From an optimization exercise on the open Yosys and OpenROAD flow, aimed at small area; shortcuts taken in it are not production practice.
RTL that was checked went through simulation tests only; none was proved equivalent to the original.
Only the layout flow was run in run 6; the RTL was not checked for function there.
Power is estimated from default activity; no workload was simulated.

===== design/flow/design.v =====
`default_nettype none
package aurora_pkg;
    localparam int PAYLOAD_W  = 64;
    localparam int HDR_W      = 2;
    localparam int BLOCK_W    = PAYLOAD_W + HDR_W;
    localparam int WORD_W     = 32;
    localparam int BYTE_W     = 8;
    localparam int WORD_BEATS = WORD_W / BYTE_W;
    typedef enum logic [HDR_W-1:0] {
        SH_BAD0 = 2'b00,
        SH_DATA = 2'b01,
        SH_CTRL = 2'b10,
        SH_BAD3 = 2'b11
    } sync_hdr_e;
    typedef enum logic {
        BS_SEARCH = 1'b0,
        BS_LOCKED = 1'b1
    } bsync_state_e;
endpackage
`default_nettype wire
`timescale 1ns/1ps
`default_nettype none
import aurora_pkg::*;
module tx_lane
(
    input  logic                 clk160,
    input  logic                 rst,
    input  logic [aurora_pkg::PAYLOAD_W-1:0] data_i,
    input  aurora_pkg::sync_hdr_e            sync_i,
    output logic                 data_next_o,
    output logic [aurora_pkg::BYTE_W-1:0]    byte_o
);
    localparam int TAIL_W = 30;                  
    localparam int CAT_W  = BLOCK_W + TAIL_W;    
    logic [1:0]         beat_q;
    logic [5:0]         rd2_q;       
    logic               run_q;       
    logic               need_blk;
    logic [BLOCK_W-1:0] hold_q;
    logic [TAIL_W-1:0]  tail_q;
    logic [CAT_W-1:0]   cat;
    logic [3:0]         rd_byte;
    logic [13:0]        win;
    logic [7:0]         line;
    assign need_blk    = (beat_q == 2'd3) && (rd2_q > 6'd28);
    assign data_next_o = need_blk;
    always_ff @(posedge clk160) begin
        if (rst) begin
            beat_q <= '0;
            rd2_q  <= 6'd32;
            run_q  <= 1'b0;
        end else begin
            beat_q <= beat_q + 1'b1;
            if (need_blk) begin
                rd2_q <= rd2_q - 6'd29;
                run_q <= 1'b1;
            end else begin
                rd2_q <= rd2_q + 6'd4;
            end
        end
    end
    always_ff @(posedge clk160) begin
        if (need_blk) begin
            hold_q <= {data_i, sync_i};
            tail_q <= hold_q[BLOCK_W-1:BLOCK_W-TAIL_W];
        end
    end
    assign cat     = {hold_q, tail_q};
    assign rd_byte = rd2_q[5:2];
    logic [11:0]  q_hot;
    logic [3:0]   s_hot;
    logic [103:0] catx;
    logic [3:0]   grp_n [14];
    logic [1:0]   half_n [8];
    assign catx = {8'b0, cat};
    always_comb begin
        for (int i = 0; i < 12; i++) q_hot[i] = (rd_byte == 4'(i));
        for (int i = 0; i < 4; i++)  s_hot[i] = run_q && (rd2_q[1:0] == 2'(i));
        for (int k = 0; k < 14; k++) begin
            for (int g = 0; g < 4; g++)
                grp_n[k][g] = ~((q_hot[3*g]   & catx[8*(3*g)+k]) |
                                (q_hot[3*g+1] & catx[8*(3*g+1)+k]) |
                                (q_hot[3*g+2] & catx[8*(3*g+2)+k]));
            win[k] = ~&grp_n[k];
        end
        for (int b = 0; b < 8; b++) begin
            half_n[b][0] = ~((s_hot[0] & win[b])   | (s_hot[1] & win[b+2]));
            half_n[b][1] = ~((s_hot[2] & win[b+4]) | (s_hot[3] & win[b+6]));
            line[b] = ~&half_n[b];
        end
    end
    assign byte_o = line;
endmodule
`default_nettype wire
`timescale 1ns/1ps
`default_nettype none
import aurora_pkg::*;
module rx_gearbox
(
    input  logic               clk160,
    input  logic               rst,
    input  logic [aurora_pkg::BYTE_W-1:0]  byte_i,
    input  logic               slip_i,
    output logic [aurora_pkg::BLOCK_W-1:0] block_o,
    output logic               block_valid_o
);
    localparam int SR_W   = 105;
    localparam int FILL_W = 7;
    logic [1:0]        beat_q;
    logic [SR_W-1:0]   sr_q;
    logic [FILL_W-1:0] fill_q;
    logic [2:0]        sel_a_q;
    logic [2:0]        sel_b_q;
    logic [1:0]        sel_c_q;
    logic [1:0]        sel_d_q;
    logic [4:0]        pos;
    logic [3:0]        pos_lo;
    logic [76:0]       st1n;
    logic [68:0]       st2;
    logic [66:0]       st3n;
    logic              word_done;
    logic              emit;
    logic [FILL_W-1:0] rem_fill;
    logic [FILL_W-1:0] cat_fill;
    logic              slip_pend_q;
    logic              slip_req;
    logic              slip_go;
    logic [100:0]      win;
    assign word_done = (beat_q == 2'd3);
    assign emit      = (fill_q >= FILL_W'(BLOCK_W));
    always_comb begin
        rem_fill = emit ? fill_q - FILL_W'(BLOCK_W) : fill_q;
        cat_fill = word_done ? rem_fill + FILL_W'(WORD_W) : rem_fill;
        slip_req = slip_i || slip_pend_q;
        slip_go  = slip_req && (cat_fill != '0);
    end
    always_ff @(posedge clk160) begin
        if (rst) begin
            beat_q        <= '0;
            fill_q        <= '0;
            slip_pend_q   <= 1'b0;
            block_valid_o <= 1'b0;
        end else begin
            beat_q        <= beat_q + 1'b1;
            fill_q        <= slip_go ? cat_fill - 1'b1 : cat_fill;
            slip_pend_q   <= slip_req && !slip_go;
            block_valid_o <= emit;
        end
    end
    always_ff @(posedge clk160) begin
        sr_q  <= {byte_i, sr_q[SR_W-1:BYTE_W]};
        sel_a_q <= {pos >= 5'd24, pos >= 5'd12 && pos < 5'd24, pos < 5'd12};
        sel_b_q <= {pos_lo >= 4'd8, pos_lo >= 4'd4 && pos_lo < 4'd8, pos_lo < 4'd4};
        sel_c_q <= {pos_lo[1], !pos_lo[1]};
        sel_d_q <= {pos_lo[0], !pos_lo[0]};
    end
    always_comb begin
        pos    = 5'(7'd97 - fill_q);
        pos_lo = (pos >= 5'd24) ? 4'(pos - 5'd24) : (pos >= 5'd12) ? 4'(pos - 5'd12) : pos[3:0];
    end
    assign win = sr_q[100:0];
    always_comb begin
        for (int k = 0; k < 77; k++)
            st1n[k] = ~((sel_a_q[0] & win[k]) | (sel_a_q[1] & win[k+12]) | (sel_a_q[2] & win[k+24]));
        for (int k = 0; k < 69; k++)
            st2[k] = ~((sel_b_q[0] & st1n[k]) | (sel_b_q[1] & st1n[k+4]) | (sel_b_q[2] & st1n[k+8]));
        for (int k = 0; k < 67; k++)
            st3n[k] = ~((sel_c_q[0] & st2[k]) | (sel_c_q[1] & st2[k+2]));
        for (int k = 0; k < 66; k++)
            block_o[k] = ~((sel_d_q[0] & st3n[k]) | (sel_d_q[1] & st3n[k+1]));
    end
endmodule
`default_nettype wire
`timescale 1ns/1ps
`default_nettype none
import aurora_pkg::*;
module block_sync
#(
    parameter int SH_CNT_MAX     = 64,
    parameter int SH_INVALID_MAX = 16
) (
    input  logic      clk160,
    input  logic      rst,
    input  aurora_pkg::sync_hdr_e hdr_i,
    input  logic      hdr_valid_i,
    output logic      slip_o,
    output logic      lock_o
);
    localparam int CNT_W = $clog2(SH_CNT_MAX);
    localparam int INV_W = $clog2(SH_INVALID_MAX);
    aurora_pkg::bsync_state_e     state_q;
    logic [CNT_W-1:0] sh_cnt_q;
    logic [INV_W-1:0] inv_cnt_q;
    logic             skip_q;
    logic             hdr_ok;
    logic             window_end;
    assign hdr_ok      = (hdr_i == SH_DATA) || (hdr_i == SH_CTRL);
    assign window_end  = (sh_cnt_q == CNT_W'(SH_CNT_MAX - 1));
    always_ff @(posedge clk160) begin
        if (rst) begin
            state_q   <= BS_SEARCH;
            sh_cnt_q  <= '0;
            inv_cnt_q <= '0;
            skip_q    <= 1'b0;
            slip_o    <= 1'b0;
        end else begin
            slip_o <= 1'b0;
            if (hdr_valid_i) begin
                if (skip_q) begin
                    skip_q <= 1'b0;
                end else begin
                    case (state_q)
                        BS_SEARCH: begin
                            if (!hdr_ok) begin
                                slip_o   <= 1'b1;
                                skip_q   <= 1'b1;
                                sh_cnt_q <= '0;
                            end else if (window_end) begin
                                state_q   <= BS_LOCKED;
                                sh_cnt_q  <= '0;
                                inv_cnt_q <= '0;
                            end else begin
                                sh_cnt_q <= sh_cnt_q + 1'b1;
                            end
                        end
                        BS_LOCKED: begin
                            if (!hdr_ok && inv_cnt_q == INV_W'(SH_INVALID_MAX - 1)) begin
                                state_q   <= BS_SEARCH;
                                slip_o    <= 1'b1;
                                skip_q    <= 1'b1;
                                sh_cnt_q  <= '0;
                                inv_cnt_q <= '0;
                            end else if (window_end) begin
                                sh_cnt_q  <= '0;
                                inv_cnt_q <= '0;
                            end else begin
                                sh_cnt_q  <= sh_cnt_q + 1'b1;
                                inv_cnt_q <= inv_cnt_q + INV_W'(!hdr_ok);
                            end
                        end
                        default: state_q <= BS_SEARCH;
                    endcase
                end
            end
        end
    end
    assign lock_o = (state_q == BS_LOCKED);
endmodule
`default_nettype wire
`timescale 1ns/1ps
`default_nettype none
import aurora_pkg::*;
module aurora_lane
#(
    parameter int SH_CNT_MAX     = 64,
    parameter int SH_INVALID_MAX = 16
) (
    input  logic                 clk160,
    input  logic                 rst,
    input  logic [aurora_pkg::PAYLOAD_W-1:0] tx_data_i,
    input  aurora_pkg::sync_hdr_e            tx_sync_i,
    output logic                 tx_data_next_o,
    output logic [aurora_pkg::BYTE_W-1:0]    tx_byte_o,
    input  logic [aurora_pkg::BYTE_W-1:0]    rx_byte_i,
    output logic [aurora_pkg::PAYLOAD_W-1:0] rx_data_o,
    output aurora_pkg::sync_hdr_e            rx_sync_o,
    output logic                 rx_valid_o,
    output logic                 block_lock_o
);
    logic [BLOCK_W-1:0] rx_block;
    logic               rx_block_valid;
    logic               slip;
    tx_lane u_tx_lane (
        .clk160      (clk160),
        .rst         (rst),
        .data_i      (tx_data_i),
        .sync_i      (tx_sync_i),
        .data_next_o (tx_data_next_o),
        .byte_o      (tx_byte_o)
    );
    rx_gearbox u_rx_gearbox (
        .clk160        (clk160),
        .rst           (rst),
        .byte_i        (rx_byte_i),
        .slip_i        (slip),
        .block_o       (rx_block),
        .block_valid_o (rx_block_valid)
    );
    assign rx_sync_o = aurora_pkg::sync_hdr_e'(rx_block[HDR_W-1:0]);
    assign rx_data_o = rx_block[BLOCK_W-1:HDR_W];
    block_sync #(
        .SH_CNT_MAX     (SH_CNT_MAX),
        .SH_INVALID_MAX (SH_INVALID_MAX)
    ) u_block_sync (
        .clk160      (clk160),
        .rst         (rst),
        .hdr_i       (rx_sync_o),
        .hdr_valid_i (rx_block_valid),
        .slip_o      (slip),
        .lock_o      (block_lock_o)
    );
    assign rx_valid_o = rx_block_valid && block_lock_o;
endmodule
`default_nettype wire

===== design/flow/flow/run.sh =====
#!/bin/bash
# Own layout flow: the standard flow, with three changes.
#  1. After the standard synthesis, the combinational cells are mapped again by
#     ABC for area with a few scripts, keeping the smallest result; flip-flops
#     are left exactly as the standard synthesis made them.
#  2. Port buffers are the smallest buffer cell.
#  3. CTS without dummy loads.
# Every tool writes its full output to a log of its own in this folder.
set -euo pipefail
W=$PWD
R=$W/orfs/results/$FLOW_PLATFORM/aurora_lane/base
LIB=$FLOW_HOME/platforms/$FLOW_PLATFORM/lib/sky130_fd_sc_hd__tt_025C_1v80.lib

export CTS_ARGS="-sink_clustering_enable -repair_clock_nets -dont_use_dummy_load -buf_list sky130_fd_sc_hd__clkbuf_16 -sink_clustering_size 25 -sink_clustering_max_diameter 80"
export BUFFER_PORTS_ARGS="-buffer_cell sky130_fd_sc_hd__buf_1"

bash standard.sh synth > $W/log_1_standard_synth.txt 2>&1
cp $R/1_2_yosys.v $W/std_1_2_yosys.v

DU=""
for c in $(cat $W/flow/dont_use.txt); do DU="$DU -dont_use $c"; done
FLOPS=$(grep -oE "sky130_fd_sc_hd__[a-z0-9_]+" $W/std_1_2_yosys.v | sort -u | grep -E "__(df|edf|sdf|dl)" | tr '\n' ' ')
best=""
best_area=""
for s in $W/flow/abc_*.abc; do
  n=$(basename $s .abc)
  cat > $W/remap_$n.ys <<EOF
read_liberty -ignore_miss_func $LIB
read_verilog $W/std_1_2_yosys.v
hierarchy -top $FLOW_TOP
setattr -mod -set keep_hierarchy 1 $FLOPS
flatten
opt_clean
abc -script $s -liberty $LIB $DU
opt_clean -purge
blackbox $FLOPS
hilomap -singleton -hicell sky130_fd_sc_hd__conb_1 HI -locell sky130_fd_sc_hd__conb_1 LO
insbuf -buf sky130_fd_sc_hd__buf_4 A X
splitnets
opt_clean -purge
tee -o $W/remap_$n.stat stat -liberty $LIB
write_verilog -noattr -nohex -nodec $W/remap_$n.v
EOF
  if yosys -s $W/remap_$n.ys > $W/log_2_remap_$n.txt 2>&1; then
    a=$(grep "Chip area for module" $W/remap_$n.stat | head -1 | awk '{print $NF}')
    echo "$n $a" >> $W/remap_areas.txt
    if [[ -z "$best_area" ]] || awk -v a="$a" -v b="$best_area" 'BEGIN{exit !(a<b)}'; then
      best=$n; best_area=$a
    fi
  fi
done
echo "best $best $best_area" >> $W/remap_areas.txt
cp $W/remap_$best.v $R/1_2_yosys.v
rm -f $R/1_synth.odb $R/1_synth.sdc
bash standard.sh > $W/log_3_standard_layout.txt 2>&1

===== design/flow/flow/abc_1.abc =====
strash
&get -n
&fraig -x
&put
scorr
dc2
strash
dch -f
amap

===== design/flow/flow/abc_2.abc =====
strash
&get -n
&nf -a
&put

===== design/flow/flow/abc_3.abc =====
strash
dch -f
amap

===== design/flow/flow/abc_4.abc =====
strash
&get -n
&dch -f
&nf -a -R 1000
&put

===== design/flow/flow/abc_5.abc =====
strash
&get -n
&fraig -x
&put
scorr
dc2
strash
&get -n
&dch -f
&nf
&put

===== design/flow/flow/dont_use.txt =====
sky130_fd_sc_hd__lpflow_bleeder_1
sky130_fd_sc_hd__lpflow_clkbufkapwr_1
sky130_fd_sc_hd__lpflow_clkbufkapwr_16
sky130_fd_sc_hd__lpflow_clkbufkapwr_2
sky130_fd_sc_hd__lpflow_clkbufkapwr_4
sky130_fd_sc_hd__lpflow_clkbufkapwr_8
sky130_fd_sc_hd__lpflow_clkinvkapwr_1
sky130_fd_sc_hd__lpflow_clkinvkapwr_16
sky130_fd_sc_hd__lpflow_clkinvkapwr_2
sky130_fd_sc_hd__lpflow_clkinvkapwr_4
sky130_fd_sc_hd__lpflow_clkinvkapwr_8
sky130_fd_sc_hd__lpflow_decapkapwr_12
sky130_fd_sc_hd__lpflow_decapkapwr_3
sky130_fd_sc_hd__lpflow_decapkapwr_4
sky130_fd_sc_hd__lpflow_decapkapwr_6
sky130_fd_sc_hd__lpflow_decapkapwr_8
sky130_fd_sc_hd__lpflow_inputiso0n_1
sky130_fd_sc_hd__lpflow_inputiso0p_1
sky130_fd_sc_hd__lpflow_inputiso1n_1
sky130_fd_sc_hd__lpflow_inputiso1p_1
sky130_fd_sc_hd__lpflow_inputisolatch_1
sky130_fd_sc_hd__lpflow_isobufsrc_1
sky130_fd_sc_hd__lpflow_isobufsrc_16
sky130_fd_sc_hd__lpflow_isobufsrc_2
sky130_fd_sc_hd__lpflow_isobufsrc_4
sky130_fd_sc_hd__lpflow_isobufsrc_8
sky130_fd_sc_hd__lpflow_isobufsrckapwr_16
sky130_fd_sc_hd__lpflow_lsbuf_lh_hl_isowell_tap_1
sky130_fd_sc_hd__lpflow_lsbuf_lh_hl_isowell_tap_2
sky130_fd_sc_hd__lpflow_lsbuf_lh_hl_isowell_tap_4
sky130_fd_sc_hd__lpflow_lsbuf_lh_isowell_4
sky130_fd_sc_hd__lpflow_lsbuf_lh_isowell_tap_1
sky130_fd_sc_hd__lpflow_lsbuf_lh_isowell_tap_2
sky130_fd_sc_hd__lpflow_lsbuf_lh_isowell_tap_4
sky130_fd_sc_hd__probe_p_8
sky130_fd_sc_hd__probec_p_8

===== design/flow/standard.sh =====
#!/bin/bash
# synth_recipe.tcl (not shown) runs the flow's synth.tcl, then flattens the netlist and writes it again
# the make line also repeats each setting of config.mk as NAME=value (left out here)
make -C /OpenROAD-flow-scripts/flow DESIGN_CONFIG=/design/flow/config.mk WORK_HOME=/design/flow/orfs CLKGATE_MAP_FILE= SYNTH_SCRIPT=/design/flow/synth_recipe.tcl "${@:-finish}"

===== design/flow/config.mk =====
export PLATFORM = sky130hd
export DESIGN_NAME = aurora_lane
export DESIGN_NICKNAME = aurora_lane
export VERILOG_FILES = /design/flow/design.v
export SDC_FILE = /design/flow/constraint.sdc
export NUM_CORES = 4
export LEC_CHECK = 0
export CAP_MARGIN = 20
export CELL_PAD_IN_SITES_DETAIL_PLACEMENT = 1
export CELL_PAD_IN_SITES_GLOBAL_PLACEMENT = 2
export CORE_MARGIN = 2
export CORE_UTILIZATION = 40
export SLEW_MARGIN = 20

===== design/flow/constraint.sdc =====
create_clock -name core_clock -period 6.25 [get_ports {clk160}]
set_input_delay 1.2500 -clock core_clock [delete_from_list [all_inputs] [get_ports {clk160}]]
set_output_delay 1.2500 -clock core_clock [all_outputs]
set_load 0.01 [all_outputs]

==> metrics.md, run 1 <==
| Metric | Value |
|---|---|
| GR Util All Layers | 0.2413 |
| Total CTS buffers | 15 |
| Vias post-DR | 9507 |
| I/O Pins | roughly 150 |
| Synthesis warning total | 5 |
| Global placer's final weighted congestion | 0.8812 |
| Worst VDD drop | 0.3135 mV |
| Routed vias/inst | 6.634 |
| Diodes inserted | 0 |
| Largest net degree at the start of global routing | 69 |
| CTS resizes | 0 |
| Clk sinks | 244 |
| Post-CTS Setup Inserts | 0 |
| Clock Root Buffer | clkbuf_16 |
| Routed Antenna Nets | 0 |
| Reg clk slew, reported paths | about 90 ps |
| HPWL Detailed | 24130 µm |
| Most used cell, CP | a221oi_1 |
| Commonest non-fill, non-tap cells in the layout | a22oi_1, buf_1, dfxtp_1 |
| Fmax | roughly 220 MHz |
| Final setup TNS | 0 ps |
| Commonest non-fill, non-tap cell in the layout | a22oi_1 |
| Peak per-stage delay on the critical path | 550 ps |
| Vias in the first global route | 9226 |
| Share of layout cells above drive strength 1 | 0.04372 |
| Die width | 165.9 µm |
| Hold_ws | 330.0 ps |
| Fraction of the cycle the final worst path needs | 0.7423 |
| Bufs on Longest Clock Path | 3 |
| WL/cell | 23.89 µm |
| Run status | finished clean |
| Leakage | between 4 and 5 nW |
| Crit path DAT | 3390 ps |
| Mapped Nets | 991 |
| First-pass GRT wire length | 54100 µm |
| Data required, critical path | around 5000 ps |
| Final Hold Violating Endpoints | 0 |
| Avg Inst Size Synth | 11.46 µm² |
| Critical path class | flop to output pin |
| Worst path bufs/invs | 2 |
| Core area | roughly 26000 µm² |
| CP max-delay cell | dfxtp_1 |
| Final min period | 4639 ps |
| Relative slew slack | 0.3284 |
| CP delay by family, top | compound AO/OA/AOI/OAI gates |
| # Max-Cap Violations | 0 |
| Number of hold buffers added after cts | 0 |
| Die Ht | 165.9 µm |
| DRT Wirelength | 34230 µm |
| Mapped Cells | 915 |
| Drt first pass iters | 10 |
| Drt drc | 0 |
| Mapped cell area | 10490 µm² |
| CP Cell Sequence | nand2b_1, nor2_1, buf_4, a22o_1, a221oi_1, nand4_1, a221oi_1, o221ai_1, o21a_1, buf_1 |
| PD cells | 252.4 nW/µm² |
| Final nets | 1176 |
| Startpoint Class | flop |
| Unrepaired setup endpoints after global routing | no |
| Row count | 59 |
| Setup Viol. Count Final | 0 |
| Area grow syn2layout | 14.67% |
| Final Slew Violations | 0 |
| Grt ovf | 0 |
| CP endpoint kind | output pin |
| CTS tree | yes |
| IO buf count | 152 |
| Worst Path Max Fanout | 13 |
| H-tree depth | 1 |
| Initial antenna violation count | 0 |
| HP Class | flop to flop |
| Clock Latency Late Sink | 490 ps |
| 1st-iter DRT viols | 1304 |
| Worst Skew | 34.46 ps |
| Die ar. | 27520 µm² |
| Worst slew pin tran | about 1000 ps |
| Initial Util | 0.4047 |
worst paths after layout:
path / startpoint / end / slack, ps / cells after the start
setup / recovery: u_tx_lane.rd2_q[5]$_SDFF_PP1_ / tx_byte_o[4] / 1610 / 10
hold / removal: u_rx_gearbox.sr_q[11]$_DFF_P_ / u_rx_gearbox.sr_q[3]$_DFF_P_ / 330 / 0
setup reg to reg: u_rx_gearbox.sel_a_q[1]$_DFF_P_ / u_block_sync.sh_cnt_q[2]$_SDFFE_PP0P_ / 2350 / 9
hold reg to reg: u_rx_gearbox.sr_q[11]$_DFF_P_ / u_rx_gearbox.sr_q[3]$_DFF_P_ / 330 / 0
per-layer routing:
layer  track usage  vias to the layer above  share of wire
met1        0.3741                     4776           0.49
met3       0.03265                       30          0.059
li1              -                     4375              -
met2        0.3617                      326           0.44
met4       0.04423                        0          0.016
met5             0                        -              0
where the power goes:
part	total [mW]	internal (mW)	switching (mW)	leakage, nW
combinational	0.330	0.125	0.205	1.88
sequential	1.77	1.71	0.0573	2.11
clock	0.934	0.430	0.503	0.185
layout make-up:
class | instances | area [µm²]
clock buffer | 15 | 375.4
fill | 2852 | 13890
inverter | 11 | 41.29
multi-input combinational | 660 | 4633
sequential | 244 | 5863
tap | 335 | 419.2
timing repair buffer | 168 | 690.7
stage by stage:
step                instance area (µm²)  power [mW]  setup WS [ps]  utilization  std cells
global route                      12020       3.158           1322       0.4640       1433
CTS                               12010       3.058           1442       0.4634       1433
floorplan                         10490       1.994           1900            -        915
detailed placement                11630       2.132           1998       0.4489       1418
global placement                  11630       2.132           1962       0.4487       1418
finish                            12020       3.035           1611       0.4640       1433
state kept, by name (all words and copies together), names as in the netlist:
| name | cells |
|---|---|
| u_tx_lane.tail_q | 30 |
| u_rx_gearbox.sr_q | 105 |
| u_tx_lane.hold_q | 66 |
| u_rx_gearbox.fill_q | 7 |
| u_rx_gearbox.block_valid_o | 1 |
| u_block_sync.state_q | 1 |
| u_rx_gearbox.slip_pend_q | 1 |
| u_rx_gearbox.sel_a_q | 3 |
| u_block_sync.skip_q | 1 |
| u_block_sync.inv_cnt_q | 4 |
| u_tx_lane.run_q | 1 |
| u_rx_gearbox.sel_b_q | 3 |
| u_rx_gearbox.sel_d_q | 2 |
| u_rx_gearbox.beat_q | 2 |
| u_tx_lane.beat_q | 2 |
| u_tx_lane.rd2_q | 6 |
| u_block_sync.sh_cnt_q | 6 |
| u_rx_gearbox.sel_c_q | 2 |
| u_block_sync.slip_o | 1 |
==> run 2, diff against run 1 <==
--- a/design/flow/flow/run.sh
+++ b/design/flow/flow/run.sh
@@ -12,5 +12,5 @@
 LIB=$FLOW_HOME/platforms/$FLOW_PLATFORM/lib/sky130_fd_sc_hd__tt_025C_1v80.lib
 
-export CTS_ARGS="-sink_clustering_enable -repair_clock_nets -dont_use_dummy_load -buf_list sky130_fd_sc_hd__clkbuf_16 -sink_clustering_size 25 -sink_clustering_max_diameter 80"
+export CTS_ARGS="-sink_clustering_enable -repair_clock_nets -dont_use_dummy_load -buf_list sky130_fd_sc_hd__clkbuf_8 -sink_clustering_size 15 -sink_clustering_max_diameter 60"
 export BUFFER_PORTS_ARGS="-buffer_cell sky130_fd_sc_hd__buf_1"
 
==> run 2 against run 1 <==
Effect of this change: critical endpoint unchanged; sequential power about the same; synthesized cell count unchanged; register-to-register slack improved by 30 ps; setup slack got worse by 81 ps; count of clock-buffer cells in the layout increased by 12; clock skew increased by 29 ps; critical path depth unchanged; final cell count increased by 0.84%; highest routed layer unchanged; sequential share of layout area about the same; largest power group unchanged.
==> metrics.md, run 2 <==
| Metric | Value |
|---|---|
| Run status | finished clean |
| Comb power frac | 0.111 (+0.002) |
| Switching share of power | 0.2575 (+0.005100) |
| Max reg flops | 105 (unchanged) |
| Hold Path Sink | u_rx_gearbox.sr_q[93]$_DFF_P_ |
| HPWL Detailed | 24130 µm (unchanged) |
| Final nets | 1188 (+1.0%) |
| Initial Util | 0.4047 (unchanged) |
| Worst slew pin tran | 1028 ps (+20.28 ps) |
| Initial antenna violation count | 0 (unchanged) |
| Mapped cell area | 10490 µm² (unchanged) |
| Relative slew slack | 0.3149 (-0.01352) |
| Leakage | 4.183 nW (+0.22%) |
| Crit path DAT | 3470 ps (+80 ps) |
| Footprint of the multi-input gates | 4633 µm² (unchanged) |
| Reg clk slew, reported paths | 90 ps (about the same) |
| Register area | 5863 µm² (unchanged) |
| Tot Pwr | 2.991 mW (-1.4%) |
| Final Slew Violations | 0 (unchanged) |
| GR Util All Layers | 0.2422 (+0.0008969) |
| Worst path bufs/invs | 2 (unchanged) |
| CTS resizes | 0 (unchanged) |
| Worst reg2reg startpoint | u_rx_gearbox.sel_a_q[1]$_DFF_P_ |
| CP delay by family, top | compound AO/OA/AOI/OAI gates |
| Critical path class | flop to output pin |
| Clock Root Buffer | clkbuf_8 |
| Vias post-DR | 9580 (+0.77%) |
| Die width | 165.9 µm (unchanged) |
| Largest net degree at the start of global routing | 69 (unchanged) |
| Non-Filler Instances | 1445 (+0.84%) |
| Post-CTS Setup Inserts | 0 (unchanged) |
| Fraction of the cycle the final worst path needs | 0.7552 (+0.01292) |
| Commonest non-fill, non-tap cell in the layout | a22oi_1 |
| Setup Viol. Count Final | 0 (unchanged) |
| HP Class | flop to flop |
| R2R depth | 9 (unchanged) |
| Vias in the first global route | 9314 (+0.95%) |
| Avg Inst Size Synth | 11.46 µm² (unchanged) |
| Worst VDD drop | 0.1916 mV (-39%) |
| Diodes inserted | 0 (unchanged) |
| Routed vias/inst | 6.630 (about the same) |
| Row count | 59 (unchanged) |
| Placed cells | 1418 (unchanged) |
| Data required, critical path | 5000 ps (about the same) |
| Synthesis warning total | 5 (unchanged) |
| Area grow syn2layout | 14.63% (about the same) |
| Most used cell, CP | a221oi_1 |
| Bufs on Longest Clock Path | 3 (unchanged) |
| Hold depth | 0 (unchanged) |
| Worst reg2reg setup slack | 2380 ps (+30 ps) |
| Clk sinks | 244 (unchanged) |
| WL/cell | 23.82 µm (-0.28%) |
| Number of hold buffers added after cts | 0 (unchanged) |
| Startpoint Class | flop |
| First-pass GRT wire length | 54320 µm (+0.41%) |
| Share of layout cells above drive strength 1 | 0.05405 (+0.01034) |
| Routed Antenna Nets | 0 (unchanged) |
| Die Ht | 165.9 µm (unchanged) |
| Final setup TNS | 0 ps (unchanged) |
| Drt drc | 0 (unchanged) |
| 1st-iter DRT viols | 1350 (+3.5%) |
| Psw | 770.2 µW (+0.56%) |
| IO buf count | 152 (unchanged) |
| Hold_sp | u_rx_gearbox.sr_q[101]$_DFF_P_ |
| DRT Wirelength | 34420 µm (+0.55%) |
| Worst Path Max Fanout | 13 (unchanged) |
| Final min period | 4720 ps (+80.73 ps) |
| Worst Skew | 63.94 ps (+29.48 ps) |
| Reg with most FFs | u_rx_gearbox.sr_q |
| # Max-Cap Violations | 0 (unchanged) |
| R2R Path End | u_block_sync.sh_cnt_q[2]$_SDFFE_PP0P_ |
| Commonest non-fill, non-tap cells in the layout | a22oi_1, buf_1, dfxtp_1 |
| CP endpoint kind | output pin |
| Peak per-stage delay on the critical path | 550 ps (about the same) |
| Fmax | 211.9 MHz (-1.7%) |
| Final Hold Violating Endpoints | 0 (unchanged) |
| Grt ovf | 0 (unchanged) |
| Global placer's final weighted congestion | 0.8812 (unchanged) |
| H-tree depth | 1 (unchanged) |
| Fill cell count | 2868 (+0.56%) |
| Clock Latency Late Sink | 580 ps (+90 ps) |
| CP max-delay cell | dfxtp_1 |
| Unrepaired setup endpoints after global routing | no |
| Largest registers | u_rx_gearbox.sr_q x105, u_tx_lane.hold_q x66, u_tx_lane.tail_q x30 |
| Mapped Nets | 991 (unchanged) |
| Core area | 25910 µm² (unchanged) |
| Int Power | 2.221 mW (-2.1%) |
| Power share of the clock group | 0.297 (-0.011) |
| Drt first pass iters | 10 (unchanged) |
| PD cells | 248.9 nW/µm² (-1.4%) |
| Die ar. | 27520 µm² (unchanged) |
| CTS tree | yes |
| Total CTS buffers | 27 (+12) |
| CP Cell Sequence | nand2b_1, nor2_1, buf_4, a22o_1, a221oi_1, nand4_1, a221oi_1, o221ai_1, o21a_1, buf_1 |
| Flop pwr share | 0.592 (+0.009) |
| Mapped Cells | 915 (unchanged) |
| I/O Pins | 153 (unchanged) |
[run 2: through the flow]
step                setup WS [ps]  area, µm²  hold slack [ps]    util
floorplan                    1900      10490            309.6       -
global placement             1962      11630            310.2  0.4487
detailed placement           1998      11630            313.6  0.4489
CTS                          1408      12000            302.0  0.4632
global route                 1296      12020            307.6  0.4639
finish                       1530      12020            305.7  0.4639
[run 2: power groups by stage]
stage / clock network [mW] / logic (mW) / registers, mW
after floorplan: 0 / 0.208 / 1.79
after global placement: 0 / 0.325 / 1.81
after detailed placement: 0 / 0.326 / 1.81
after CTS: 0.921 / 0.328 / 1.77
after global routing: 0.986 / 0.363 / 1.78
final: 0.889 / 0.331 / 1.77
[run 2: area by class of cell]
class	count	area share
multi-input combinational	660	0.3855
tap	335	0.03487
inverter	11	0.003435
clock buffer	27	0.03092
sequential	244	0.4878
timing repair buffer	168	0.05746
[run 2: layer usage]
| metal | vias to the layer above | wire (µm) | part of all wire | global-route usage |
|---|---|---|---|---|
| li1 | 4397 | - | - | - |
| met1 | 4817 | 16610 | 0.48 | 0.3719 |
| met2 | 330 | 15080 | 0.44 | 0.3628 |
| met3 | 36 | 2243 | 0.065 | 0.03694 |
| met4 | 0 | 494 | 0.014 | 0.04726 |
| met5 | - | 0 | 0 | 0 |
[run 2: how the worst max path moves through the flow]
stage                                                from             end  slack [ps]  depth (start not counted)
final                       u_tx_lane.rd2_q[5]$_SDFF_PP1_    tx_byte_o[4]        1530                         10
after global routing        u_tx_lane.rd2_q[5]$_SDFF_PP1_    tx_byte_o[6]        1300                         10
after detailed placement    u_tx_lane.rd2_q[5]$_SDFF_PP1_    tx_byte_o[1]        2000                          8
after global placement      u_tx_lane.rd2_q[5]$_SDFF_PP1_    tx_byte_o[1]        1960                          8
after floorplan           u_tx_lane.rd2_q[0]$_SDFFE_PP0P_  tx_data_next_o        1900                          3
after CTS                   u_tx_lane.rd2_q[5]$_SDFF_PP1_    tx_byte_o[1]        1410                          8
==> run 3, diff against run 2 <==
--- a/design/flow/flow/run.sh
+++ b/design/flow/flow/run.sh
@@ -12,5 +12,5 @@
 LIB=$FLOW_HOME/platforms/$FLOW_PLATFORM/lib/sky130_fd_sc_hd__tt_025C_1v80.lib
 
-export CTS_ARGS="-sink_clustering_enable -repair_clock_nets -dont_use_dummy_load -buf_list sky130_fd_sc_hd__clkbuf_8 -sink_clustering_size 15 -sink_clustering_max_diameter 60"
+export CTS_ARGS="-sink_clustering_enable -repair_clock_nets -dont_use_dummy_load -buf_list sky130_fd_sc_hd__clkbuf_16 -sink_clustering_size 35 -sink_clustering_max_diameter 100"
 export BUFFER_PORTS_ARGS="-buffer_cell sky130_fd_sc_hd__buf_1"
 
==> run 3 against run 2 <==
Effect of this change: core utilization is 0.37 points lower; power is 3.2% lower; hold slack better by 2.6 ps; count of clock-buffer cells in the layout is 16 lower; highest routed layer unchanged; critical endpoint unchanged; largest cell class unchanged; first-iteration DRC count is 1.9% higher; die area stayed put; cell area is 0.80% lower.
==> metrics.md, run 3 <==
| Metric | Value |
|---|---|
| CTS tree | yes |
| DRT Wirelength | 34190 µm (-0.67%) |
| CP max-delay cell | dfxtp_1 |
| Reg with most FFs | u_rx_gearbox.sr_q |
| Mapped Nets | 991 (unchanged) |
| Fmax | 214.0 MHz (+1.0%) |
| Unrepaired setup endpoints after global routing | no |
| Final min period | 4672 ps (-47.88 ps) |
| Register area | 5863 µm² (unchanged) |
| Int Power | 2.160 mW (-2.8%) |
| Initial antenna violation count | 0 (unchanged) |
| Mapped cell area | 10490 µm² (unchanged) |
| HP Class | flop to flop |
| Total CTS buffers | 11 (-59%) |
| # Max-Cap Violations | 0 (unchanged) |
| Number of hold buffers added after cts | 0 (unchanged) |
| Hold_ws | 308.4 ps (+2.610 ps) |
| CP Cell Sequence | nand2b_1, nor2_1, buf_4, a22o_1, a221oi_1, nand4_1, a221oi_1, o221ai_1, o21a_1, buf_1 |
| Final Slew Violations | 0 (unchanged) |
| Worst Skew | 45.11 ps (-18.82 ps) |
| Data required, critical path | 5000 ps (about the same) |
| Drt drc | 0 (unchanged) |
| IO buf count | 152 (unchanged) |
| Largest net degree at the start of global routing | 69 (unchanged) |
| Clock Root Buffer | clkbuf_16 |
| Clock Latency Late Sink | 490 ps (-90 ps) |
| Routed vias/inst | 6.625 (about the same) |
| Final setup TNS | 0 ps (unchanged) |
| Startpoint Class | flop |
| Psw | 735.1 µW (-4.6%) |
| Final nets | 1172 (-1.3%) |
| Die ar. | 27520 µm² (unchanged) |
| Synthesis warning total | 5 (unchanged) |
| PD cells | 242.8 nW/µm² (-2.4%) |
| Reg clk slew, reported paths | 120 ps (+30 ps) |
| CP endpoint kind | output pin |
| Grt ovf | 0 (unchanged) |
| Switching share of power | 0.2539 (-0.003556) |
| Vias post-DR | 9467 (-1.2%) |
| Post-CTS Setup Inserts | 0 (unchanged) |
| Fraction of the cycle the final worst path needs | 0.7475 (-0.007661) |
| Max reg flops | 105 (unchanged) |
| Share of layout cells above drive strength 1 | 0.04022 (-0.01383) |
| Footprint of the multi-input gates | 4633 µm² (unchanged) |
| Commonest non-fill, non-tap cells in the layout | a22oi_1, buf_1, dfxtp_1 |
| Run status | finished clean |
| Die width | 165.9 µm (unchanged) |
| CTS resizes | 0 (unchanged) |
| Die Ht | 165.9 µm (unchanged) |
| WL/cell | 23.93 µm (+0.44%) |
| Worst slew pin tran | 1023 ps (-4.338 ps) |
| Comb power frac | 0.114 (+0.003) |
| Area grow syn2layout | 13.71% |
| Worst reg2reg setup slack | 2310 ps (-70 ps) |
| Row count | 59 (unchanged) |
| Initial Util | 0.4047 (unchanged) |
| Worst VDD drop | 0.3446 mV (+80%) |
| Worst Path Max Fanout | 13 (unchanged) |
| Mapped Cells | 915 (unchanged) |
| Diodes inserted | 0 (unchanged) |
| GR Util All Layers | 0.2406 (-0.001590) |
| Fill cell count | 2859 (-0.31%) |
| Avg Inst Size Synth | 11.46 µm² (unchanged) |
| Flop pwr share | 0.612 (+0.020) |
| Critical path class | flop to output pin |
| Leakage | 4.125 nW (-1.4%) |
| CP delay by family, top | compound AO/OA/AOI/OAI gates |
| Global placer's final weighted congestion | 0.8812 (unchanged) |
| Routed Antenna Nets | 0 (unchanged) |
| Peak per-stage delay on the critical path | 570 ps (+20 ps) |
| Most used cell, CP | a221oi_1 |
| Drt first pass iters | 12 (+2) |
| Final Hold Violating Endpoints | 0 (unchanged) |
| H-tree depth | 1 (unchanged) |
| First-pass GRT wire length | 53990 µm (-0.61%) |
| Worst path bufs/invs | 2 (unchanged) |
| HPWL Detailed | 24130 µm (unchanged) |
| Setup Viol. Count Final | 0 (unchanged) |
| Bufs on Longest Clock Path | 3 (unchanged) |
| I/O Pins | 153 (unchanged) |
| Commonest non-fill, non-tap cell in the layout | a22oi_1 |
| Core area | 25910 µm² (unchanged) |
| Power share of the clock group | 0.274 (-0.023) |
| Vias in the first global route | 9208 (-1.1%) |
| Relative slew slack | 0.3178 (+0.002892) |
| 1st-iter DRT viols | 1375 (+1.9%) |
| Crit path DAT | 3420 ps (-50 ps) |
| Largest registers | u_rx_gearbox.sr_q x105, u_tx_lane.hold_q x66, u_tx_lane.tail_q x30 |
| Clk sinks | 244 (unchanged) |
run 3: cell type report:
cell class	count	share of cell area
multi-input combinational	660	0.3886
timing repair buffer	168	0.05793
sequential	244	0.4918
clock buffer	11	0.02309
tap	335	0.03516
inverter	11	0.003463
run 3: power by group through the flow:
stage	combinational (mW)	sequential (mW)	clock, mW
floorplan	0.208	1.79	0
global placement	0.325	1.81	0
detailed placement	0.326	1.81	0
CTS	0.328	1.77	0.823
global route	0.363	1.78	0.870
finish	0.331	1.77	0.793
run 3: path summary, 6_finish.rpt:
| check | from | endpoint | cells after the start |
|---|---|---|---|
| max | u_tx_lane.rd2_q[5]$_SDFF_PP1_ | tx_byte_o[4] | 10 |
| min | u_rx_gearbox.sr_q[11]$_DFF_P_ | u_rx_gearbox.sr_q[3]$_DFF_P_ | 0 |
| max reg2reg | u_rx_gearbox.sel_a_q[1]$_DFF_P_ | u_block_sync.sh_cnt_q[2]$_SDFFE_PP0P_ | 9 |
| min reg2reg | u_rx_gearbox.sr_q[11]$_DFF_P_ | u_rx_gearbox.sr_q[3]$_DFF_P_ | 0 |
run 3: metrics by stage:
| stage | power, mW | cells | setup slack (ps) | util | instance area, µm² |
|---|---|---|---|---|---|
| final | 2.895 | 1429 | 1578 | 0.4601 | 11920 |
| after global routing | 3.013 | 1429 | 1318 | 0.4601 | 11920 |
| after CTS | 2.922 | 1429 | 1441 | 0.4595 | 11910 |
| after detailed placement | 2.132 | 1418 | 1998 | 0.4489 | 11630 |
| after global placement | 2.132 | 1418 | 1962 | 0.4487 | 11630 |
| after floorplan | 1.994 | 915 | 1900 | - | 10490 |
run 3: per-layer routing:
layer / wire length, µm / global-route usage
met3: 1738 / 0.02908
met1: 16890 / 0.3766
met2: 14980 / 0.3587
met4: 584 / 0.04499
met5: 0 / 0
==> run 4, diff against run 3 <==
--- a/design/flow/design.v
+++ b/design/flow/design.v
@@ -29,5 +29,6 @@
     input  aurora_pkg::sync_hdr_e            sync_i,
     output logic                 data_next_o,
-    output logic [aurora_pkg::BYTE_W-1:0]    byte_o
+    output logic [aurora_pkg::BYTE_W-1:0]    byte_o,
+    output logic [1:0]                       beat_o    
 );
     localparam int TAIL_W = 30;                  
@@ -45,4 +46,5 @@
     assign need_blk    = (beat_q == 2'd3) && (rd2_q > 6'd28);
     assign data_next_o = need_blk;
+    assign beat_o      = beat_q;
     always_ff @(posedge clk160) begin
         if (rst) begin
@@ -100,4 +102,5 @@
     input  logic               clk160,
     input  logic               rst,
+    input  logic [1:0]         beat_i,      
     input  logic [aurora_pkg::BYTE_W-1:0]  byte_i,
     input  logic               slip_i,
@@ -107,29 +110,32 @@
     localparam int SR_W   = 105;
     localparam int FILL_W = 7;
-    logic [1:0]        beat_q;
     logic [SR_W-1:0]   sr_q;
     logic [FILL_W-1:0] fill_q;
-    logic [2:0]        sel_a_q;
-    logic [2:0]        sel_b_q;
-    logic [1:0]        sel_c_q;
-    logic [1:0]        sel_d_q;
-    logic [4:0]        pos;
-    logic [3:0]        pos_lo;
-    logic [76:0]       st1n;
-    logic [68:0]       st2;
-    logic [66:0]       st3n;
     logic              word_done;
     logic              emit;
-    logic [FILL_W-1:0] rem_fill;
     logic [FILL_W-1:0] cat_fill;
     logic              slip_pend_q;
     logic              slip_req;
     logic              slip_go;
+    logic [4:0]        pos;
+    logic [2:0]        pos_hi;
+    logic [2:0]        sel_a;
+    logic [2:0]        sel_b;
+    logic [1:0]        sel_c;
+    logic [1:0]        sel_d;
+    logic [2:0]        sel_a_q;
+    logic [2:0]        sel_b_q;
+    logic [1:0]        sel_c_q;
+    logic [1:0]        sel_d_q;
     logic [100:0]      win;
-    assign word_done = (beat_q == 2'd3);
+    logic [76:0]       st1n;
+    logic [68:0]       st2;
+    logic [66:0]       st3n;
+    assign word_done = (beat_i == 2'd3);
     assign emit      = (fill_q >= FILL_W'(BLOCK_W));
     always_comb begin
-        rem_fill = emit ? fill_q - FILL_W'(BLOCK_W) : fill_q;
-        cat_fill = word_done ? rem_fill + FILL_W'(WORD_W) : rem_fill;
+        if (word_done)  cat_fill = fill_q + FILL_W'(WORD_W);
+        else if (emit)  cat_fill = fill_q - FILL_W'(BLOCK_W);
+        else            cat_fill = fill_q;
         slip_req = slip_i || slip_pend_q;
         slip_go  = slip_req && (cat_fill != '0);
@@ -137,10 +143,8 @@
     always_ff @(posedge clk160) begin
         if (rst) begin
-            beat_q        <= '0;
             fill_q        <= '0;
             slip_pend_q   <= 1'b0;
             block_valid_o <= 1'b0;
         end else begin
-            beat_q        <= beat_q + 1'b1;
             fill_q        <= slip_go ? cat_fill - 1'b1 : cat_fill;
             slip_pend_q   <= slip_req && !slip_go;
@@ -149,13 +153,21 @@
     end
     always_ff @(posedge clk160) begin
-        sr_q  <= {byte_i, sr_q[SR_W-1:BYTE_W]};
-        sel_a_q <= {pos >= 5'd24, pos >= 5'd12 && pos < 5'd24, pos < 5'd12};
-        sel_b_q <= {pos_lo >= 4'd8, pos_lo >= 4'd4 && pos_lo < 4'd8, pos_lo < 4'd4};
-        sel_c_q <= {pos_lo[1], !pos_lo[1]};
-        sel_d_q <= {pos_lo[0], !pos_lo[0]};
+        sr_q <= {byte_i, sr_q[SR_W-1:BYTE_W]};
     end
     always_comb begin
         pos    = 5'(7'd97 - fill_q);
-        pos_lo = (pos >= 5'd24) ? 4'(pos - 5'd24) : (pos >= 5'd12) ? 4'(pos - 5'd12) : pos[3:0];
+        pos_hi = pos[4:2];
+        sel_a  = {pos_hi >= 3'd6, pos_hi >= 3'd3 && pos_hi < 3'd6, pos_hi < 3'd3};
+        sel_b  = {pos_hi == 3'd2 || pos_hi == 3'd5,
+                  pos_hi == 3'd1 || pos_hi == 3'd4 || pos_hi == 3'd7,
+                  pos_hi == 3'd0 || pos_hi == 3'd3 || pos_hi == 3'd6};
+        sel_c  = {pos[1], !pos[1]};
+        sel_d  = {pos[0], !pos[0]};
+    end
+    always_ff @(posedge clk160) begin
+        sel_a_q <= sel_a;
+        sel_b_q <= sel_b;
+        sel_c_q <= sel_c;
+        sel_d_q <= sel_d;
     end
     assign win = sr_q[100:0];
@@ -271,4 +283,5 @@
     logic               rx_block_valid;
     logic               slip;
+    logic [1:0]         beat;
     tx_lane u_tx_lane (
         .clk160      (clk160),
@@ -277,9 +290,11 @@
         .sync_i      (tx_sync_i),
         .data_next_o (tx_data_next_o),
-        .byte_o      (tx_byte_o)
+        .byte_o      (tx_byte_o),
+        .beat_o      (beat)
     );
     rx_gearbox u_rx_gearbox (
         .clk160        (clk160),
         .rst           (rst),
+        .beat_i        (beat),
         .byte_i        (rx_byte_i),
         .slip_i        (slip),
--- a/design/flow/flow/run.sh
+++ b/design/flow/flow/run.sh
@@ -12,5 +12,5 @@
 LIB=$FLOW_HOME/platforms/$FLOW_PLATFORM/lib/sky130_fd_sc_hd__tt_025C_1v80.lib
 
-export CTS_ARGS="-sink_clustering_enable -repair_clock_nets -dont_use_dummy_load -buf_list sky130_fd_sc_hd__clkbuf_16 -sink_clustering_size 35 -sink_clustering_max_diameter 100"
+export CTS_ARGS="-sink_clustering_enable -repair_clock_nets -dont_use_dummy_load -buf_list sky130_fd_sc_hd__clkbuf_16 -sink_clustering_size 30 -sink_clustering_max_diameter 80"
 export BUFFER_PORTS_ARGS="-buffer_cell sky130_fd_sc_hd__buf_1"
 
==> run 4 against run 3 <==
Effect of this change: synthesized cell count grew 1.6%; first-iteration DRC count shrank 18%; clock skew shrank 18 ps; core utilization grew 0.27 points; power grew 14%; synthesized area shrank 0.19%; hold slack gained 14 ps; highest routed layer unchanged.
==> metrics.md, run 4 <==
| Metric | Value |
|---|---|
| Run status | finished clean |
| Worst slew pin tran | 1114 ps (+90.21 ps) |
| Global placer's final weighted congestion | 0.8434 (-4.3%) |
| Worst Skew | 26.84 ps (-18.27 ps) |
| CTS tree | yes |
| Wl on met1 | 14000 µm (-17%) |
| Worst reg2reg startpoint | u_rx_gearbox.sel_a_q[0]$_DFF_P_ |
| Vias in the first global route | 9621 (+4.5%) |
| Worst VDD drop | 0.2731 mV (-21%) |
| HPWL Detailed | 22780 µm (-5.6%) |
| CTS resizes | 0 (unchanged) |
| GR Util All Layers | 0.2306 (-0.01004) |
| Row count | 59 (unchanged) |
| HP Class | flop to flop |
| 1st-iter DRT viols | 1125 (-18%) |
| Util after Layout | 0.4629 (+0.002719) |
| Die Ht | 165.8 µm (about the same) |
| Die width | 165.8 µm (about the same) |
| Final Hold Violating Endpoints | 0 (unchanged) |
| Clock Root Buffer | clkbuf_16 |
| Met3 routed WL | 1914 µm (+10%) |
| IO buf count | 152 (unchanged) |
| CP endpoint kind | output pin |
| Largest registers | u_rx_gearbox.sr_q x105, u_tx_lane.hold_q x66, u_tx_lane.tail_q x30 |
| Core area | 25840 µm² (-0.28%) |
| Placed cell area | 11620 µm² (about the same) |
| Top layer in use | met4 |
| Worst Path Max Fanout | 12 (-1) |
| Setup Viol. Count Final | 0 (unchanged) |
| Largest net degree at the start of global routing | 80 (+16%) |
| I/O Pins | 153 (unchanged) |
| Vias post-DR | 9453 (-0.15%) |
| Initial antenna violation count | 0 (unchanged) |
| Clock Latency Late Sink | 490 ps (about the same) |
| Drt first pass iters | 9 (-3) |
| Clk sinks | 242 (-0.82%) |
| Diodes inserted | 0 (unchanged) |
| Number of hold buffers added after cts | 0 (unchanged) |
| Final Slew Violations | 0 (unchanged) |
| Data required, critical path | 5000 ps (about the same) |
| Leakage | 4.221 nW (+2.3%) |
| Beginning of the critical path | u_tx_lane.rd2_q[2]$_SDFF_PP0_ |
| WL/cell | 22.52 µm (-5.9%) |
| Final nets | 1192 (+1.7%) |
| Final setup TNS | 0 ps (unchanged) |
| Post-CTS Setup Inserts | 0 (unchanged) |
| Unrepaired setup endpoints after global routing | no |
| DRT Wirelength | 32630 µm (-4.6%) |
| Routed Antenna Nets | 0 (unchanged) |
| Final min period | 4622 ps (-50.00 ps) |
| Drt drc | 0 (unchanged) |
| Crit path DAT | 3370 ps (-50 ps) |
| Worst setup margin | 1628 ps (+50.00 ps) |
| Startpoint Class | flop |
| Initial Util | 0.4050 (about the same) |
| Pre-CTS WS | 2027 ps (+29.42 ps) |
| Mapped Cells | 930 (+1.6%) |
| Metal2 WL | 15920 µm (+6.3%) |
| Max reg flops | 105 (unchanged) |
| PD cells | 275.5 nW/µm² (+13%) |
| Critical path class | flop to output pin |
| Fmax | 216.4 MHz (+1.1%) |
| Synthesis warning total | 5 (unchanged) |
| H-tree depth | 1 (unchanged) |
| Die ar. | 27470 µm² (-0.19%) |
| Grt ovf | 0 (unchanged) |
| Routed vias/inst | 6.524 (-1.5%) |
| Mapped cell area | 10470 µm² (-0.19%) |
| Share of layout cells above drive strength 1 | 0.04039 (+0.0001756) |
| Fraction of the cycle the final worst path needs | 0.7395 (-0.008000) |
| Avg Inst Size Synth | 11.25 µm² (-1.8%) |
| Commonest non-fill, non-tap cell in the layout | a22oi_1 |
| Commonest non-fill, non-tap cells in the layout | a22oi_1, buf_1, dfxtp_1 |
| Area grow syn2layout | 14.28% |
| Reg with most FFs | u_rx_gearbox.sr_q |
| Final Instance Area | 11960 µm² (+0.30%) |
| # Max-Cap Violations | 0 (unchanged) |
| Mapped Nets | 1006 (+1.5%) |
| Relative slew slack | 0.2549 (-0.06288) |
| Reg clk slew, reported paths | 110 ps (about the same) |
| Total CTS buffers | 13 (+2) |
| First-pass GRT wire length | 52750 µm (-2.3%) |
| Bufs on Longest Clock Path | 3 (unchanged) |
| Hold_sp | u_rx_gearbox.sr_q[103]$_DFF_P_ |
-- run 4: changes by cell type in the layout (fill, tap and decap cells not counted), moves of 4 or more --
| cell | previous run | this run |
|---|---|---|
| nor2b_1 | 1 | 6 |
| nor3_1 | 10 | 18 |
| o21a_1 | 9 | 4 |
| nor2_1 | 43 | 53 |
| a22oi_1 | 161 | 157 |
| xnor2_1 | 5 | 9 |
| nand2_1 | 45 | 63 |
| nor2_2 | 4 | 0 |
| clkinv_1 | 11 | 7 |
| a21oi_1 | 83 | 87 |
-- run 4: area by class of cell --
class / count / area [µm²]
Fill cell: 2917 / 13880
Sequential cell: 242 / 5823
Multi-Input combinational cell: 681 / 4652
Timing Repair Buffer: 171 / 713.2
Tap cell: 335 / 419.2
Clock buffer: 13 / 325.3
Inverter: 7 / 26.28
-- run 4: layer usage --
| layer | global-route usage | vias up |
|---|---|---|
| met5 | 0 | - |
| li1 | - | 4392 |
| met3 | 0.03217 | 54 |
| met1 | 0.3073 | 4650 |
| met4 | 0.06200 | 0 |
| met2 | 0.3947 | 357 |
-- run 4: report_power, final --
part / switching (mW) / total, mW / internal [mW]
combinational: 0.386 / 0.643 / 0.257
clock: 0.488 / 0.863 / 0.375
sequential: 0.0848 / 1.79 / 1.70
-- run 4: worst paths after layout --
kind,endpoint,cells after the start,slack [ps]
worst max-delay path,tx_byte_o[1],7,1630
worst min-delay path,u_rx_gearbox.sr_q[95]$_DFF_P_,0,320
worst max register to register,u_block_sync.sh_cnt_q[2]$_SDFFE_PP0P_,12,2220
worst min register to register,u_rx_gearbox.sr_q[95]$_DFF_P_,0,320
-- run 4: per-stage QoR --
stage	cells	total power, mW	hold WS, ps
6_report	1449	3.295	322.6
5_1_grt	1449	3.458	327.0
4_1_cts	1449	3.319	326.9
3_5_place_dp	1436	2.463	315.8
3_3_place_gp	1436	2.460	313.4
2_1_floorplan	930	2.229	309.6
-- run 4: worst max-delay path, stage by stage, from the launching register on --
cell and delay [ps]:
dfxtp_1 540, nand2_1 280, nor2_1 920, a222oi_1 260
and3_1 240, a31oi_1 270, o31a_1 190, buf_1 160
==> run 5, diff against run 4 <==
==> design/flow/flow/abc_6.abc (new file) <==
strash
&get -n
&fraig -x
&put
scorr
dc2
strash
&get -n
&dch -f
&nf -R 1000 -E 100
&put
==> design/flow/flow/abc_7.abc (new file) <==
strash
&get -n
&fraig -x
&put
scorr
dc2
strash
&get -n
&dch -f
&nf -R 1000 -E 100 -C 32 -F 8 -A 4
&put
==> design/flow/flow/abc_8.abc (new file) <==
strash
dc2
strash
&get -n
&dch -f
&nf -R 1000 -E 100
&put
==> design/flow/flow/abc_9.abc (new file) <==
strash
&get -n
&fraig -x
&put
scorr
dc2
strash
&get -n
&dch -f
&nf -R 1000 -E 10 -p -C 32 -F 8
&put
removed: design/flow/flow/abc_2.abc
removed: design/flow/flow/abc_3.abc
==> run 5 against run 4 <==
Effect of this change: still clean; flip-flop and latch count did not move; hold slack got worse by 9.6 ps; non-clock buffer count did not move; clock power rose by 8.0%; setup slack got worse by 310 ps; synthesized area fell by 2.8%; critical path type unchanged.
==> metrics.md, run 5 <==
| Metric | Value |
|---|---|
| Run status | finished clean |
| Worst Path Max Fanout | 13 (+1) |
| Largest registers | u_rx_gearbox.sr_q x105, u_tx_lane.hold_q x66, u_tx_lane.tail_q x30 |
| DRT Wirelength | 32800 µm (+0.54%) |
| Fraction of the cycle the final worst path needs | 0.7893 (+0.04982) |
| Die width | 163.5 µm (-1.4%) |
| Reg clk slew, reported paths | 100 ps (about the same) |
| Synthesis warning total | 5 (unchanged) |
| CTS resizes | 0 (unchanged) |
| Grt ovf | 0 (unchanged) |
| H-tree depth | 1 (unchanged) |
| Final setup TNS | 0 ps (unchanged) |
| Critical path class | flop to output pin |
| Mapped Cells | 859 (-7.6%) |
| Core area | 25110 µm² (-2.8%) |
| Initial antenna violation count | 2 (+2) |
| Metal2 WL | 13900 µm (-13%) |
| Post-CTS Setup Inserts | 0 (unchanged) |
| Final Hold Violating Endpoints | 0 (unchanged) |
| Drt drc | 0 (unchanged) |
| Total CTS buffers | 15 (+2) |
| Top layer in use | met4 |
| Crit path DAT | 3680 ps (+310 ps) |
| Initial Util | 0.4052 (about the same) |
| PD cells | 286.5 nW/µm² (+4.0%) |
| Data required, critical path | 5000 ps (about the same) |
| Commonest non-fill, non-tap cell in the layout | a222oi_1 |
| Worst slew pin tran | 1129 ps (+15.01 ps) |
| Commonest non-fill, non-tap cells in the layout | a222oi_1, buf_1, a22oi_1 |
| Non-Filler Instances | 1377 (-5.0%) |
| Placed cells | 1360 (-5.3%) |
| IO buf count | 152 (unchanged) |
| Footprint of the multi-input gates | 4332 µm² (-6.9%) |
| # Max-Cap Violations | 0 (unchanged) |
| WL/cell | 23.82 µm (+5.8%) |
| Worst VDD drop | 0.2414 mV (-12%) |
| Bufs on Longest Clock Path | 3 (unchanged) |
| Clock Latency Late Sink | 510 ps (+20 ps) |
| Register area | 5823 µm² (unchanged) |
| Final min period | 4933 ps (+311.3 ps) |
| Avg Inst Size Synth | 11.84 µm² (+5.3%) |
| Largest net degree at the start of global routing | 78 (-2.5%) |
| CTS tree | yes |
| Max reg flops | 105 (unchanged) |
| CP endpoint kind | output pin |
| Vias in the first global route | 8528 (-11%) |
| Routed Antenna Nets | 0 (unchanged) |
| Row count | 58 (-1.7%) |
| Final Slew Violations | 0 (unchanged) |
| Fmax | 202.7 MHz (-6.3%) |
| Reg with most FFs | u_rx_gearbox.sr_q |
| First-pass GRT wire length | 50310 µm (-4.6%) |
| Number of hold buffers added after cts | 0 (unchanged) |
| Routed vias/inst | 6.675 (+2.3%) |
| Clk sinks | 242 (unchanged) |
| Unrepaired setup endpoints after global routing | no |
| GR Util All Layers | 0.2374 (+0.006855) |
| Vias post-DR | 9191 (-2.8%) |
| Mapped Nets | 935 (-7.1%) |
| Die ar. | 26730 µm² (-2.7%) |
| I/O Pins | 153 (unchanged) |
| Fill cell count | 2811 (-3.6%) |
| HP Class | flop to flop |
| Worst Skew | 60.76 ps (+33.92 ps) |
| HPWL Detailed | 23140 µm (+1.6%) |
| Setup Viol. Count Final | 0 (unchanged) |
| Pre-CTS WS | 1829 ps (-198.4 ps) |
| Drt first pass iters | 12 (+3) |
| Final nets | 1123 (-5.8%) |
| Worst setup margin | 1317 ps (-311.4 ps) |
| Startpoint Class | flop |
| Leakage | 4.027 nW (-4.6%) |
| Clock Root Buffer | clkbuf_16 |
| Mapped cell area | 10170 µm² (-2.8%) |
| Relative slew slack | 0.2448 (-0.01004) |
| 1st-iter DRT viols | 1568 (+39%) |
| Worst reg2reg setup slack | 1800 ps (-420 ps) |
| Global placer's final weighted congestion | 0.8467 (+0.39%) |
| Die Ht | 163.5 µm (-1.4%) |
| Area grow syn2layout | 15.25% |
| Share of layout cells above drive strength 1 | 0.04593 (+0.005538) |
| Wl on met1 | 16120 µm (+15%) |
| Met3 routed WL | 2296 µm (+20%) |
## run 5: path summary, 6_finish.rpt
kind	startpoint	cells after the start	endpoint
max	u_tx_lane.rd2_q[2]$_SDFF_PP0_	9	tx_byte_o[1]
min	u_rx_gearbox.sr_q[9]$_DFF_P_	0	u_rx_gearbox.sr_q[1]$_DFF_P_
max reg2reg	u_rx_gearbox.sel_a_q[2]$_DFF_P_	14	u_block_sync.sh_cnt_q[4]$_SDFFE_PP0P_
min reg2reg	u_rx_gearbox.sr_q[9]$_DFF_P_	0	u_rx_gearbox.sr_q[1]$_DFF_P_
## run 5: where the power goes
| group | leakage [nW] | total (mW) | switching [mW] | internal (mW) |
|---|---|---|---|---|
| logic | 1.75 | 0.633 | 0.384 | 0.249 |
| registers | 2.09 | 1.79 | 0.0910 | 1.70 |
| clock network | 0.185 | 0.932 | 0.502 | 0.430 |
| total | 4.03 | 3.36 | 0.977 | 2.38 |
## run 5: metal layers
metal | up-vias | global-route usage
met1 | 4537 | 0.3785
met5 | - | 0
met3 | 32 | 0.03530
met2 | 382 | 0.3399
li1 | 4240 | -
met4 | 0 | 0.04346
## run 5: per-stage QoR
step / hold slack [ps] / power (mW) / area, µm² / utilization
after CTS: 311.5 / 3.388 / 11710 / 0.4664
after detailed placement: 313.5 / 2.461 / 11330 / 0.4514
after global placement: 311.4 / 2.459 / 11330 / 0.4511
after floorplan: 309.6 / 2.217 / 10170 / -
final: 313.0 / 3.360 / 11730 / 0.4670
after global routing: 310.7 / 3.516 / 11720 / 0.4668
## run 5: critical path, cell delays in order, from the launching register on
cell	delay, ps
dfxtp_1	740
nand2_1	350
nor2_1	940
a222oi_1	290
o2111ai_1	190
a21oi_1	120
o22ai_1	230
nor3_1	60
nor2_1	100
buf_1	160
## run 5: layout make-up
| class | instances | area share |
|---|---|---|
| well taps | 330 | 0.03521 |
| diodes | 2 | 0.0004268 |
| flip-flops and latches | 242 | 0.4966 |
| clock buffers | 15 | 0.03201 |
| repair buffers | 171 | 0.06082 |
| multi-input cells | 600 | 0.3694 |
| inverters | 17 | 0.005548 |
==> run 6, diff against run 5 <==
--- a/design/flow/design.v
+++ b/design/flow/design.v
@@ -36,5 +36,4 @@
     logic [1:0]         beat_q;
     logic [5:0]         rd2_q;       
-    logic               run_q;       
     logic               need_blk;
     logic [BLOCK_W-1:0] hold_q;
@@ -50,11 +49,9 @@
         if (rst) begin
             beat_q <= '0;
-            rd2_q  <= 6'd32;
-            run_q  <= 1'b0;
+            rd2_q  <= 6'd48;
         end else begin
             beat_q <= beat_q + 1'b1;
             if (need_blk) begin
-                rd2_q <= rd2_q - 6'd29;
-                run_q <= 1'b1;
+                rd2_q <= {2'b00, 4'(rd2_q - 6'd29)};
             end else begin
                 rd2_q <= rd2_q + 6'd4;
@@ -78,5 +75,5 @@
     always_comb begin
         for (int i = 0; i < 12; i++) q_hot[i] = (rd_byte == 4'(i));
-        for (int i = 0; i < 4; i++)  s_hot[i] = run_q && (rd2_q[1:0] == 2'(i));
+        for (int i = 0; i < 4; i++)  s_hot[i] = (rd2_q[1:0] == 2'(i));
         for (int k = 0; k < 14; k++) begin
             for (int g = 0; g < 4; g++)
==> run 6 against run 5 <==
Effect of this change: maximum frequency increased by 3.3%; via count rose by 0.63%; combinational power shrank 55%; core utilization down 0.31 points; synthesized cell count shrank 2.4%; flip-flop and latch count fell by 1; cell area down 1.2%; hold slack gained 26 ps; first-iteration DRC count shrank 1.1%; non-clock buffer count unchanged; sequential share of layout area up 0.43 points; critical endpoint is now rx_data_o[16]; largest power group unchanged.
==> metrics.md, run 6 <==
| Metric | Value |
|---|---|
| Run status | finished clean |
| Critical path class | flop to output pin |
| Final Slew Violations | 0 (unchanged) |
| Commonest non-fill, non-tap cell in the layout | a222oi_1 |
| Worst VDD drop | 0.2794 mV (+16%) |
| Synthesis warning total | 5 (unchanged) |
| Startpoint Class | flop |
| Routed Antenna Nets | 0 (unchanged) |
| CTS tree | yes |
| GR Util All Layers | 0.2467 (+0.009269) |
| Peak per-stage delay on the critical path | 1020 ps (+80 ps) |
| Fmax | 209.3 MHz (+3.3%) |
| Global placer's final weighted congestion | 0.9648 (+14%) |
| Int Power | 2.177 mW (-8.6%) |
| Worst path bufs/invs | 2 (+1) |
| Setup Viol. Count Final | 0 (unchanged) |
| CP endpoint kind | output pin |
| Share of layout cells above drive strength 1 | 0.04697 (+0.001034) |
| WL/cell | 24.94 µm (+4.7%) |
| Final min period | 4777 ps (-156.7 ps) |
| Final Hold Violating Endpoints | 0 (unchanged) |
| First-pass GRT wire length | 51830 µm (+3.0%) |
| CP Cell Sequence | buf_4, a222oi_1, a222oi_1, a22oi_1, a22oi_1, buf_1 |
| Row count | 58 (unchanged) |
| Routed vias/inst | 6.841 (+2.5%) |
| Met3 routed WL | 2514 µm (+9.5%) |
| HP Class | flop to flop |
| Clock Latency Late Sink | 490 ps (-20 ps) |
| Crit path DAT | 3530 ps (-150 ps) |
| Vias in the first global route | 9163 (+7.4%) |
| Reg with most FFs | u_rx_gearbox.sr_q |
| Drt first pass iters | 11 (-1) |
| Die Ht | 162.9 µm (-0.39%) |
| Worst Skew | 51.47 ps (-9.290 ps) |
| Worst reg2reg setup slack | 1820 ps (+20 ps) |
| Commonest non-fill, non-tap cells in the layout | a222oi_1, buf_1, a22oi_1 |
| I/O Pins | 153 (unchanged) |
| Final setup TNS | 0 ps (unchanged) |
| Diodes inserted | 0 (-2) |
| Number of hold buffers added after cts | 0 (unchanged) |
| Mapped cell area | 10090 µm² (-0.79%) |
| Largest net degree at the start of global routing | 71 (-9.0%) |
| Top layer in use | met4 |
| Avg Inst Size Synth | 12.05 µm² (+1.7%) |
| Metal2 WL | 16180 µm (+16%) |
| Wl on met1 | 13800 µm (-14%) |
| Bufs on Longest Clock Path | 3 (unchanged) |
| Final nets | 1100 (-2.0%) |
| Data required, critical path | 5000 ps (about the same) |
| Grt ovf | 0 (unchanged) |
| Worst Path Max Fanout | 58 (+45) |
| 1st-iter DRT viols | 1550 (-1.1%) |
| Flop pwr share | 0.608 (+0.074) |
| Mapped Cells | 838 (-2.4%) |
| Core area | 24960 µm² (-0.58%) |
| CP delay by family, top | compound AO/OA/AOI/OAI gates |
| Clk sinks | 241 (-0.41%) |
| Die ar. | 26520 µm² (-0.77%) |
| CTS resizes | 0 (unchanged) |
| Largest registers | u_rx_gearbox.sr_q x105, u_tx_lane.hold_q x66, u_tx_lane.tail_q x30 |
| Comb power frac | 0.099 (-0.089) |
| Worst slew pin tran | 1106 ps (-22.57 ps) |
| Relative slew slack | 0.2587 (+0.01381) |
| IO buf count | 152 (unchanged) |
| Leakage | 4.017 nW (-0.24%) |
| DRT Wirelength | 33720 µm (+2.8%) |
| Max reg flops | 105 (unchanged) |
| Power share of the clock group | 0.292 (+0.015) |
| Initial antenna violation count | 0 (-2) |
| Post-CTS Setup Inserts | 0 (unchanged) |
| # Max-Cap Violations | 0 (unchanged) |
| Fraction of the cycle the final worst path needs | 0.7643 (-0.02507) |
| Vias post-DR | 9249 (+0.63%) |
| Clock Root Buffer | clkbuf_16 |
| Drt drc | 0 (unchanged) |
| Switching share of power | 0.2456 (-0.04521) |
| H-tree depth | 1 (unchanged) |
| Total CTS buffers | 13 (-2) |
| Die width | 162.9 µm (-0.39%) |
| Psw | 708.8 µW (-27%) |
| Mapped Nets | 914 (-2.2%) |
| Unrepaired setup endpoints after global routing | no |
| Util after Layout | 0.4639 (-0.003099) |
| Reg clk slew, reported paths | 100 ps (about the same) |
| Area grow syn2layout | 14.72% |
| PD cells | 249.2 nW/µm² (-13%) |
| HPWL Detailed | 24420 µm (+5.5%) |
| Initial Util | 0.4044 (-0.0008517) |
| CP max-delay cell | dfxtp_2 |
run 6: worst paths after layout:
path	from	endpoint	cells after the start
setup / recovery	u_rx_gearbox.sel_a_q[2]$_DFF_P_	rx_data_o[16]	6
hold / removal	u_rx_gearbox.sr_q[101]$_DFF_P_	u_rx_gearbox.sr_q[93]$_DFF_P_	0
setup reg to reg	u_rx_gearbox.sel_a_q[0]$_DFF_P_	u_block_sync.sh_cnt_q[4]$_SDFFE_PP0P_	12
hold reg to reg	u_rx_gearbox.sr_q[101]$_DFF_P_	u_rx_gearbox.sr_q[93]$_DFF_P_	0
run 6: area by class of cell:
type,instances,area (µm²)
Fill cell,2733,13380
Sequential cell,241,5801
Multi-Input combinational cell,585,4283
Timing Repair Buffer,171,713.2
Tap cell,330,412.9
Clock buffer,13,325.3
Inverter,12,46.29
run 6: per-stage QoR:
| step | cell area [µm²] | cells | hold slack, ps | power [mW] | setup WS [ps] |
|---|---|---|---|---|---|
| 3_3_place_gp | 11240 | 1338 | 315.0 | 2.066 | 1933 |
| 5_1_grt | 11580 | 1352 | 350.0 | 2.998 | 1293 |
| 6_report | 11580 | 1352 | 338.9 | 2.886 | 1473 |
| 3_5_place_dp | 11250 | 1339 | 319.6 | 2.074 | 1888 |
| 4_1_cts | 11580 | 1352 | 345.7 | 2.918 | 1332 |
| 2_1_floorplan | 10090 | 838 | 309.6 | 1.942 | 1910 |
run 6: power groups by stage:
stage / logic, mW / clock network, mW / registers [mW]
final: 0.287 / 0.843 / 1.76
after global routing: 0.312 / 0.922 / 1.76
after CTS: 0.285 / 0.877 / 1.76
after detailed placement: 0.283 / 0 / 1.79
after global placement: 0.277 / 0 / 1.79
after floorplan: 0.175 / 0 / 1.77
run 6: worst register-to-register path, stage by stage (launching register included):
cell and delay, ps:
dfxtp_2 1070, buf_4 410, a222oi_1 170, a221oi_1 510, a22oi_1 250, a22o_1 270, nand2_1 60, o31ai_1 60
a31oi_1 480, a21boi_0 480, nand2_1 190, nand2_1 210, o21ai_0 110
run 6: routing by layer:
metal | track usage | vias up
li1 | - | 4170
met4 | 0.09453 | 0
met5 | 0 | -
met2 | 0.4203 | 471
met3 | 0.03871 | 71
met1 | 0.3158 | 4537

Re-timed with assumed drivers on the ports (clkbuf_16 on the clock, buf_2 on other inputs), run 6 has 1.425 ns of setup slack against 1.473 ns with ideal ports, and 1.821 ns once port delays also move by the mid clock arrival of 0.514 ns.
